Background: an optimization exercise with open tools, aiming at a short achievable clock period and few clock cycles. Do not read the settings as production practice.
Power figures rest on the tool's default switching activity, not on a simulated workload.

==> inputs of 06-06 <==
// ww_top
module ww_top (
	input logic clk,
	input logic reset,
	input logic psel,
	input logic penable,
	input logic pwrite,
	input logic [7:0] paddr,
	input logic [WORD_W-1:0] pwdata,
	output logic [WORD_W-1:0] prdata,
	output logic pready,
	output logic pslverr
);
==> flow/config.mk <==
export PLATFORM = sky130hd
export DESIGN_NAME = ww_top
export DESIGN_NICKNAME = ww_top
export VERILOG_FILES = /design/flow/design.v
export SDC_FILE = /design/flow/constraint.sdc
export NUM_CORES = 4
export LEC_CHECK = 0
export ABC_CLOCK_PERIOD_IN_PS = 2500
export CAP_MARGIN = 20
export CORE_MARGIN = 2
export CORE_UTILIZATION = 35
export SLEW_MARGIN = 20
==> flow/constraint.sdc <==
create_clock -name core_clock -period 9.0 [get_ports {clk}]
set_input_delay 1.8000 -clock core_clock [delete_from_list [all_inputs] [get_ports {clk}]]
set_output_delay 1.8000 -clock core_clock [all_outputs]
set_load 0.01 [all_outputs]
standard.sh (not shown) runs the stock make flow with config.mk's settings and CLKGATE_MAP_FILE= SYNTH_SCRIPT=/design/flow/synth_recipe.tcl, a recipe that flattens the netlist after the stock synthesis.
==> flow/flow/run.sh <==
#!/bin/bash
# Standard ORFS layout, with the timing repair aiming for extra setup slack
# (the clock period and the SDC are left as they are).
set -euo pipefail
bash standard.sh SETUP_SLACK_MARGIN=6.3 finish > flow_make.log 2>&1
==> 08-17: changes against 06-06 <==
--- a/flow/design.v
+++ b/flow/design.v
@@ -159,17 +159,16 @@
 	output logic alarm_nxt,
 	output logic [ADDR_W-1:0] pc_out
 );
 	localparam logic [1:0] M_EX = 2'd0;
 	localparam logic [1:0] M_R1 = 2'd1;
 	localparam logic [1:0] M_R2 = 2'd2;
 	localparam logic [1:0] M_R3 = 2'd3;
 	logic [1:0] mode;
-	logic exm;	 
 	logic [WORD_W-1:0] ir;
 	logic [7:0] dec;	 
 	logic [WORD_W-1:0] opr;	 
 	logic [WORD_W-1:0] q1;	 
 	logic [7:0] dec1;
 	logic [WORD_W-1:0] q2;	 
 	logic [7:0] dec2;
 	logic [ADDR_W-1:0] pc;	 
@@ -189,23 +188,18 @@
 	logic f_c;
 	logic f_d;
 	logic [FF_WORDS-1:0] st0;	 
 	logic [FF_WORDS-1:0] st1;	 
 	logic [WORD_W-1:0] acn;	 
 	logic [WORD_W-1:0] y_f;	 
 	logic hit2_0;
 	logic [WORD_W-1:0] old1;
-	logic same12;	 
-	localparam int XW = 3 + 8 + WORD_W;	 
-	logic [MEM_WORDS*XW-1:0] xt;	 
-	logic [XW-1:0] rj1, rj2, rf1, rf2, rs2, rst;
-	logic [2:0] dp1;	 
-	logic [2:0] dp2;
 	logic fuse;
+	logic [ADDR_W-1:0] nfa;	 
 	logic slow;
 	logic [WORD_W-1:0] y;	 
 	logic [WORD_W-1:0] opr_j;
 	logic [WORD_W-1:0] opr_1;
 	logic [WORD_W-1:0] opr_2;
 	logic [WORD_W-1:0] w_opr;
 	logic [WORD_W-1:0] w;
 	logic [7:0] w_dec;
@@ -230,61 +224,43 @@
 		td = o == OP_TD;
 		cp = o == OP_CP;
 		sp = o == OP_SP;
 		decode = {!(ld || add || ts || td || cp || sp), sp, cp, td, ts, neg, add, ld};
 	endfunction
 	function automatic logic in_ff(input logic [ADDR_W-1:0] a);
 		in_ff = a[ADDR_W-1:MEM_IDX_W] == '1 && a[MEM_IDX_W-1:0] < MEM_IDX_W'(FF_WORDS);
 	endfunction
-	function automatic logic [XW-1:0] rdx(input logic [MEM_WORDS*XW-1:0] m,
-		input logic [ADDR_W-1:0] a);
-		rdx = {3'd0, 8'h80, {WORD_W{1'b0}}};
-		if (a[ADDR_W-1:MEM_IDX_W] == '1) begin
-			rdx = m[a[MEM_IDX_W-1:0]*XW +: XW];
-		end
-	endfunction
-	for (genvar i = 0; i < MEM_WORDS; i++) begin : g_xt
-		logic [WORD_W-1:0] mw;
-		assign mw = mem[i*WORD_W +: WORD_W];
-		assign xt[i*XW +: XW] = {in_ff(mw[ADDR_W-1:0]) ? mw[2:0] + 3'd1 : 3'd0,
-			decode(mw[WORD_W-1:ADDR_W]), mw};
-	end
 	assign ia = ir[ADDR_W-1:0];
-	assign rj1 = rdx(xt, ia + 11'd1);
-	assign rj2 = rdx(xt, ia + 11'd2);
-	assign rf1 = rdx(xt, pc + 11'd2);
-	assign rf2 = rdx(xt, pc + 11'd3);
-	assign rs2 = rf1;
-	assign rst = rdx(xt, start_pc);
-	assign same12 = dp1 != 3'd0 && dp1 == dp2;
-	assign ex = exm && !ovf_q;
+	assign ex = running && mode == M_EX && !ovf_q;
 	assign is_ld = dec[0];
 	assign is_add = dec[1];
 	assign is_ts = dec[3];
 	assign is_td = dec[4];
 	assign is_cp = dec[5];
 	assign is_sp = dec[6];
 	assign stop_op = dec[7];
 	assign jump = ex && (is_sp || (is_cp && ac[WORD_W-1]));
 	assign f_e = (is_ld || is_add) && dec1[0];
 	assign f_h = (is_ld || is_ts || is_td || is_cp) && dec1[7];
 	assign f_c = (is_ts || is_td) && dec1[0];
-	assign f_d = (is_ld || is_add) && (dec1[3] || dec1[4]) && !same12;
+	assign f_d = (is_ld || is_add) && (dec1[3] || dec1[4]) &&
+		!(in_ff(q1[ADDR_W-1:0]) && q2[ADDR_W-1:0] == q1[ADDR_W-1:0]);
 	assign fuse = ex && !jump && !in_ff(pc) && (f_e || f_h || f_c || f_d);
 	assign acn = is_ld ? opr : sum1;
 	for (genvar i = 0; i < FF_WORDS; i++) begin : g_st
 		assign st0[i] = ex && (is_ts || is_td) && ia == MEM_BASE + ADDR_W'(i);
 		assign st1[i] = fuse && f_d && q1[ADDR_W-1:0] == MEM_BASE + ADDR_W'(i);
 	end
 	assign st = (ovf_q && fe_q) ? st_alt : ((fuse && f_d) ? st1 : st0);
 	assign st_td = (fuse && f_d) ? dec1[4] : (is_td && !ovf_q);
 	assign st_data = (fuse && f_d) ? acn : (ovf_q ? old_alt : ac);
 	assign old1 = rd(mem, q1[ADDR_W-1:0]);
-	assign slow = jump ? in_ff(ia) : (fuse ? in_ff(pc + 11'd1) : in_ff(pc));
+	assign nfa = jump ? ia : (fuse ? pc + 1'b1 : pc);
+	assign slow = in_ff(nfa);
 	assign y = rd(mem, q1[ADDR_W-1:0]) ^ {WORD_W{dec1[2]}};
 	assign hit = (st0 != '0) && q1[ADDR_W-1:0] == ia;
 	assign opr_j = rd(mem, opr[ADDR_W-1:0]);
 	always_comb begin
 		opr_1 = rd(mem, q1[ADDR_W-1:0]);
 		if (hit) begin
 			opr_1[ADDR_W-1:0] = ac[ADDR_W-1:0];
 			if (!is_td) begin
@@ -318,28 +294,25 @@
 	assign alarm_nxt = !start && (alarm || ovf_q);
 	always_ff @(posedge clk or negedge reset) begin
 		if (!reset) begin
 			running <= 1'b0;
 			alarm <= 1'b0;
 			ovf_q <= 1'b0;
 			fe_q <= 1'b0;
 			mode <= M_R1;
-			exm <= 1'b0;
 			pc_out <= '0;
 			ac <= '0;
 		end else begin
 			running <= running_nxt;
 			alarm <= alarm_nxt;
 			ovf_q <= ovf;
 			fe_q <= fuse && (f_e || f_d);
-			exm <= running_nxt && !start && running &&
-				(mode == M_R3 || (mode == M_EX && !slow));
 			if (start) begin
-				mode <= M_R2;
+				mode <= M_R1;
 			end else if (running) begin
 				case (mode)
 					M_R1: mode <= M_R2;
 					M_R2: mode <= M_R3;
 					M_R3: mode <= M_EX;
 					default: begin
 						if (slow) begin
 							mode <= M_R1;
@@ -368,34 +341,36 @@
 		ac_alt <= sum1;
 		pc_alt <= pc;
 		st_alt <= (fuse && f_d) ? st1 : '0;
 		old_alt <= old1;
 		ir <= w;
 		dec <= w_dec;
 		opr <= w_opr;
 		if (jump) begin
-			{dp1, dec1, q1} <= rj1;
-			{dp2, dec2, q2} <= rj2;
+			q1 <= rd(mem, ia + 11'd1);
+			dec1 <= decode(rd(mem, ia + 11'd1) >> ADDR_W);
+			q2 <= rd(mem, ia + 11'd2);
+			dec2 <= decode(rd(mem, ia + 11'd2) >> ADDR_W);
 		end else if (fuse) begin
-			{dp1, dec1, q1} <= rf1;
-			{dp2, dec2, q2} <= rf2;
+			q1 <= rd(mem, pc + 11'd2);
+			dec1 <= decode(rd(mem, pc + 11'd2) >> ADDR_W);
+			q2 <= rd(mem, pc + 11'd3);
+			dec2 <= decode(rd(mem, pc + 11'd3) >> ADDR_W);
 		end else begin
 			q1 <= q2;
 			dec1 <= dec2;
-			dp1 <= dp2;
-			{dp2, dec2, q2} <= rs2;
+			q2 <= rd(mem, pc + 11'd2);
+			dec2 <= decode(rd(mem, pc + 11'd2) >> ADDR_W);
 		end
+		pc <= nfa + 1'b1;
 		if (start) begin
-			{dp2, dec2, q2} <= rst;
-			pc <= start_pc - 11'd1;
+			pc <= start_pc - 11'd2;
 		end else if (ex && slow) begin
-			pc <= jump ? ia - 11'd2 : (fuse ? pc - 11'd1 : pc - 11'd2);
-		end else begin
-			pc <= jump ? ia + 11'd1 : (fuse ? pc + 11'd2 : pc + 11'd1);
+			pc <= nfa - 11'd2;
 		end
 	end
 endmodule
 `timescale 1ns/1ps
 import ww_pkg::*;
 module ww_storage (
 	input logic clk,
 	input logic reset,
==> 03-15: changes against 06-06 <==
--- a/flow/design.v
+++ b/flow/design.v
@@ -56,17 +56,16 @@
 	logic err;
 	logic [MEM_IDX_W-1:0] idx;
 	logic slow_rd;
 	logic [ADDR_W-1:0] start_sw;	 
 	logic [WORD_W-1:0] fast_rd;
 	logic [5:0] wcnt;
 	logic stat_q;	 
 	logic [MEM_IDX_W-1:0] idx_q;
-	logic err_q;
 	assign setup = psel && !penable;
 	assign waiting = psel && penable && !pready;
 	assign idx = paddr[MEM_IDX_W+1:2];
 	assign is_mem = paddr[7] && (paddr[1:0] == 2'b00);
 	assign is_ctrl = paddr == REG_CONTROL;
 	assign is_stat = paddr == REG_STATUS;
 	assign is_ac = paddr == REG_AC;
 	assign is_pc = paddr == REG_PC;
@@ -110,39 +109,38 @@
 				wcnt <= '0;
 			end else if (waiting) begin
 				wcnt <= wcnt + 1'b1;
 			end
 		end
 	end
 	always_ff @(posedge clk) begin
 		if (setup) begin
-			err_q <= err;
-		end
-		pslverr <= setup ? err : err_q;
-		if (setup) begin
+			pslverr <= err;
 			pready <= !(slow_rd || (!pwrite && is_stat && running_nxt));
 		end else if (waiting) begin
-			pready <= !stat_q || !running_nxt || wcnt == 6'(WAIT_MAX);
+			if (!stat_q || !running_nxt || wcnt == 6'(WAIT_MAX)) begin
+				pready <= 1'b1;
+			end
 		end else begin
 			pready <= 1'b1;
 		end
 	end
 	always_ff @(posedge clk) begin
 		if (setup) begin
+			prdata <= fast_rd;
 			idx_q <= idx;
 			mem_idx <= idx;
 			mem_wdata <= pwdata;
-		end
-		if (setup) begin
-			prdata <= fast_rd;
-		end else if (stat_q) begin
-			prdata <= {{(WORD_W-2){1'b0}}, alarm_nxt, running_nxt};
-		end else begin
-			prdata <= mem[idx_q*WORD_W +: WORD_W];
+		end else if (waiting) begin
+			if (stat_q) begin
+				prdata <= {{(WORD_W-2){1'b0}}, alarm_nxt, running_nxt};
+			end else begin
+				prdata <= mem[idx_q*WORD_W +: WORD_W];
+			end
 		end
 	end
 endmodule
 `timescale 1ns/1ps
 import ww_pkg::*;
 module ww_sequencer (
 	input logic clk,
 	input logic reset,
@@ -159,17 +157,16 @@
 	output logic alarm_nxt,
 	output logic [ADDR_W-1:0] pc_out
 );
 	localparam logic [1:0] M_EX = 2'd0;
 	localparam logic [1:0] M_R1 = 2'd1;
 	localparam logic [1:0] M_R2 = 2'd2;
 	localparam logic [1:0] M_R3 = 2'd3;
 	logic [1:0] mode;
-	logic exm;	 
 	logic [WORD_W-1:0] ir;
 	logic [7:0] dec;	 
 	logic [WORD_W-1:0] opr;	 
 	logic [WORD_W-1:0] q1;	 
 	logic [7:0] dec1;
 	logic [WORD_W-1:0] q2;	 
 	logic [7:0] dec2;
 	logic [ADDR_W-1:0] pc;	 
@@ -189,23 +186,18 @@
 	logic f_c;
 	logic f_d;
 	logic [FF_WORDS-1:0] st0;	 
 	logic [FF_WORDS-1:0] st1;	 
 	logic [WORD_W-1:0] acn;	 
 	logic [WORD_W-1:0] y_f;	 
 	logic hit2_0;
 	logic [WORD_W-1:0] old1;
-	logic same12;	 
-	localparam int XW = 3 + 8 + WORD_W;	 
-	logic [MEM_WORDS*XW-1:0] xt;	 
-	logic [XW-1:0] rj1, rj2, rf1, rf2, rs2, rst;
-	logic [2:0] dp1;	 
-	logic [2:0] dp2;
 	logic fuse;
+	logic [ADDR_W-1:0] nfa;	 
 	logic slow;
 	logic [WORD_W-1:0] y;	 
 	logic [WORD_W-1:0] opr_j;
 	logic [WORD_W-1:0] opr_1;
 	logic [WORD_W-1:0] opr_2;
 	logic [WORD_W-1:0] w_opr;
 	logic [WORD_W-1:0] w;
 	logic [7:0] w_dec;
@@ -230,61 +222,43 @@
 		td = o == OP_TD;
 		cp = o == OP_CP;
 		sp = o == OP_SP;
 		decode = {!(ld || add || ts || td || cp || sp), sp, cp, td, ts, neg, add, ld};
 	endfunction
 	function automatic logic in_ff(input logic [ADDR_W-1:0] a);
 		in_ff = a[ADDR_W-1:MEM_IDX_W] == '1 && a[MEM_IDX_W-1:0] < MEM_IDX_W'(FF_WORDS);
 	endfunction
-	function automatic logic [XW-1:0] rdx(input logic [MEM_WORDS*XW-1:0] m,
-		input logic [ADDR_W-1:0] a);
-		rdx = {3'd0, 8'h80, {WORD_W{1'b0}}};
-		if (a[ADDR_W-1:MEM_IDX_W] == '1) begin
-			rdx = m[a[MEM_IDX_W-1:0]*XW +: XW];
-		end
-	endfunction
-	for (genvar i = 0; i < MEM_WORDS; i++) begin : g_xt
-		logic [WORD_W-1:0] mw;
-		assign mw = mem[i*WORD_W +: WORD_W];
-		assign xt[i*XW +: XW] = {in_ff(mw[ADDR_W-1:0]) ? mw[2:0] + 3'd1 : 3'd0,
-			decode(mw[WORD_W-1:ADDR_W]), mw};
-	end
 	assign ia = ir[ADDR_W-1:0];
-	assign rj1 = rdx(xt, ia + 11'd1);
-	assign rj2 = rdx(xt, ia + 11'd2);
-	assign rf1 = rdx(xt, pc + 11'd2);
-	assign rf2 = rdx(xt, pc + 11'd3);
-	assign rs2 = rf1;
-	assign rst = rdx(xt, start_pc);
-	assign same12 = dp1 != 3'd0 && dp1 == dp2;
-	assign ex = exm && !ovf_q;
+	assign ex = running && mode == M_EX && !ovf_q;
 	assign is_ld = dec[0];
 	assign is_add = dec[1];
 	assign is_ts = dec[3];
 	assign is_td = dec[4];
 	assign is_cp = dec[5];
 	assign is_sp = dec[6];
 	assign stop_op = dec[7];
 	assign jump = ex && (is_sp || (is_cp && ac[WORD_W-1]));
 	assign f_e = (is_ld || is_add) && dec1[0];
 	assign f_h = (is_ld || is_ts || is_td || is_cp) && dec1[7];
 	assign f_c = (is_ts || is_td) && dec1[0];
-	assign f_d = (is_ld || is_add) && (dec1[3] || dec1[4]) && !same12;
+	assign f_d = (is_ld || is_add) && (dec1[3] || dec1[4]) &&
+		!(in_ff(q1[ADDR_W-1:0]) && q2[ADDR_W-1:0] == q1[ADDR_W-1:0]);
 	assign fuse = ex && !jump && !in_ff(pc) && (f_e || f_h || f_c || f_d);
 	assign acn = is_ld ? opr : sum1;
 	for (genvar i = 0; i < FF_WORDS; i++) begin : g_st
 		assign st0[i] = ex && (is_ts || is_td) && ia == MEM_BASE + ADDR_W'(i);
 		assign st1[i] = fuse && f_d && q1[ADDR_W-1:0] == MEM_BASE + ADDR_W'(i);
 	end
 	assign st = (ovf_q && fe_q) ? st_alt : ((fuse && f_d) ? st1 : st0);
 	assign st_td = (fuse && f_d) ? dec1[4] : (is_td && !ovf_q);
 	assign st_data = (fuse && f_d) ? acn : (ovf_q ? old_alt : ac);
 	assign old1 = rd(mem, q1[ADDR_W-1:0]);
-	assign slow = jump ? in_ff(ia) : (fuse ? in_ff(pc + 11'd1) : in_ff(pc));
+	assign nfa = jump ? ia : (fuse ? pc + 1'b1 : pc);
+	assign slow = in_ff(nfa);
 	assign y = rd(mem, q1[ADDR_W-1:0]) ^ {WORD_W{dec1[2]}};
 	assign hit = (st0 != '0) && q1[ADDR_W-1:0] == ia;
 	assign opr_j = rd(mem, opr[ADDR_W-1:0]);
 	always_comb begin
 		opr_1 = rd(mem, q1[ADDR_W-1:0]);
 		if (hit) begin
 			opr_1[ADDR_W-1:0] = ac[ADDR_W-1:0];
 			if (!is_td) begin
@@ -318,26 +292,23 @@
 	assign alarm_nxt = !start && (alarm || ovf_q);
 	always_ff @(posedge clk or negedge reset) begin
 		if (!reset) begin
 			running <= 1'b0;
 			alarm <= 1'b0;
 			ovf_q <= 1'b0;
 			fe_q <= 1'b0;
 			mode <= M_R1;
-			exm <= 1'b0;
 			pc_out <= '0;
 			ac <= '0;
 		end else begin
 			running <= running_nxt;
 			alarm <= alarm_nxt;
 			ovf_q <= ovf;
 			fe_q <= fuse && (f_e || f_d);
-			exm <= running_nxt && !start && running &&
-				(mode == M_R3 || (mode == M_EX && !slow));
 			if (start) begin
 				mode <= M_R2;
 			end else if (running) begin
 				case (mode)
 					M_R1: mode <= M_R2;
 					M_R2: mode <= M_R3;
 					M_R3: mode <= M_EX;
 					default: begin
@@ -368,34 +339,38 @@
 		ac_alt <= sum1;
 		pc_alt <= pc;
 		st_alt <= (fuse && f_d) ? st1 : '0;
 		old_alt <= old1;
 		ir <= w;
 		dec <= w_dec;
 		opr <= w_opr;
 		if (jump) begin
-			{dp1, dec1, q1} <= rj1;
-			{dp2, dec2, q2} <= rj2;
+			q1 <= rd(mem, ia + 11'd1);
+			dec1 <= decode(rd(mem, ia + 11'd1) >> ADDR_W);
+			q2 <= rd(mem, ia + 11'd2);
+			dec2 <= decode(rd(mem, ia + 11'd2) >> ADDR_W);
 		end else if (fuse) begin
-			{dp1, dec1, q1} <= rf1;
-			{dp2, dec2, q2} <= rf2;
+			q1 <= rd(mem, pc + 11'd2);
+			dec1 <= decode(rd(mem, pc + 11'd2) >> ADDR_W);
+			q2 <= rd(mem, pc + 11'd3);
+			dec2 <= decode(rd(mem, pc + 11'd3) >> ADDR_W);
 		end else begin
 			q1 <= q2;
 			dec1 <= dec2;
-			dp1 <= dp2;
-			{dp2, dec2, q2} <= rs2;
+			q2 <= rd(mem, pc + 11'd2);
+			dec2 <= decode(rd(mem, pc + 11'd2) >> ADDR_W);
 		end
+		pc <= nfa + 1'b1;
 		if (start) begin
-			{dp2, dec2, q2} <= rst;
+			q2 <= rd(mem, start_pc);
+			dec2 <= decode(rd(mem, start_pc) >> ADDR_W);
 			pc <= start_pc - 11'd1;
 		end else if (ex && slow) begin
-			pc <= jump ? ia - 11'd2 : (fuse ? pc - 11'd1 : pc - 11'd2);
-		end else begin
-			pc <= jump ? ia + 11'd1 : (fuse ? pc + 11'd2 : pc + 11'd1);
+			pc <= nfa - 11'd2;
 		end
 	end
 endmodule
 `timescale 1ns/1ps
 import ww_pkg::*;
 module ww_storage (
 	input logic clk,
 	input logic reset,
CORE_UTILIZATION = 55   (was 35)
==> 08-21: changes against 06-06 <==
CORE_UTILIZATION = 45   (was 35)
==> notes.md <==
Against 03-15, the critical path depth of 08-21 is lower by 3.
Between 03-15 and 08-21, the lower synthesized cell count is in 03-15 (gap about 30%, measured against 08-21).
08-17 finished clean. 08-21 completed with no timing, DRC or antenna violations. 06-06 finished with timing, DRC and antenna clean. 03-15 went through all stages and came out clean.
Between 03-15 and 08-17, the lower first-iteration DRC count is in 08-17 (gap 5.5%, measured against 08-17).
Non-clock buffer count: 03-15 is lower than 08-17 (5).
Worst setup slack: 08-21 > 06-06 > 08-17 > 03-15.
Between 03-15 and 08-21, the lower combinational power is in 03-15 (gap 68%, measured against 08-21).
Between 08-17 and 06-06, the lower count of clock-buffer cells in the layout is in 06-06 (gap 10).
Function was not checked in any run of this note: the RTL went through the layout flow alone.

## afterwards: timing with drivers on the ports
Ports are ideal in the flow. The routed layouts listed here were re-timed in OpenROAD.
Step 1: set_driving_cell puts a clkbuf_16 on clk and a buf_2 on each other input, an assumption about the parent block.
Step 2 moves the port delays by t, midway between the first and last clock arrival at a register: inputs arrive t later, outputs are due t later. That takes back most of the time a late clock gives input paths.
Three values: ideal ports, drivers, drivers and shift; two values: the first two.
| run | t (ns) | setup slack, ns | hold WS [ns] | worst register clock-pin slew, ns | pins driven straight from the clock port |
|---|---|---|---|---|---|
| 06-06 | 0.853 | 5.505 / 5.160 / 4.307 | 0.455 / 0.455 / 0.455 | 0.09 / 0.09 | 1 |
| 08-17 | 0.861 | 5.416 / 5.416 / 4.664 | 0.417 / 0.417 / 0.417 | 0.07 / 0.07 | 1 |
| 03-15 | 0.810 | 5.245 / 5.031 / 4.221 | 0.449 / 0.449 / 0.449 | 0.07 / 0.07 | 1 |
| 08-21 | 0.880 | 5.564 / 5.361 / 4.481 | 0.446 / 0.446 / 0.446 | 0.08 / 0.08 | 1 |
After both steps setup and hold are still met in every run listed. For 06-06, which loses most, drivers alone change the setup slack by -0.345 ns; drivers and shift together by -1.198 ns.
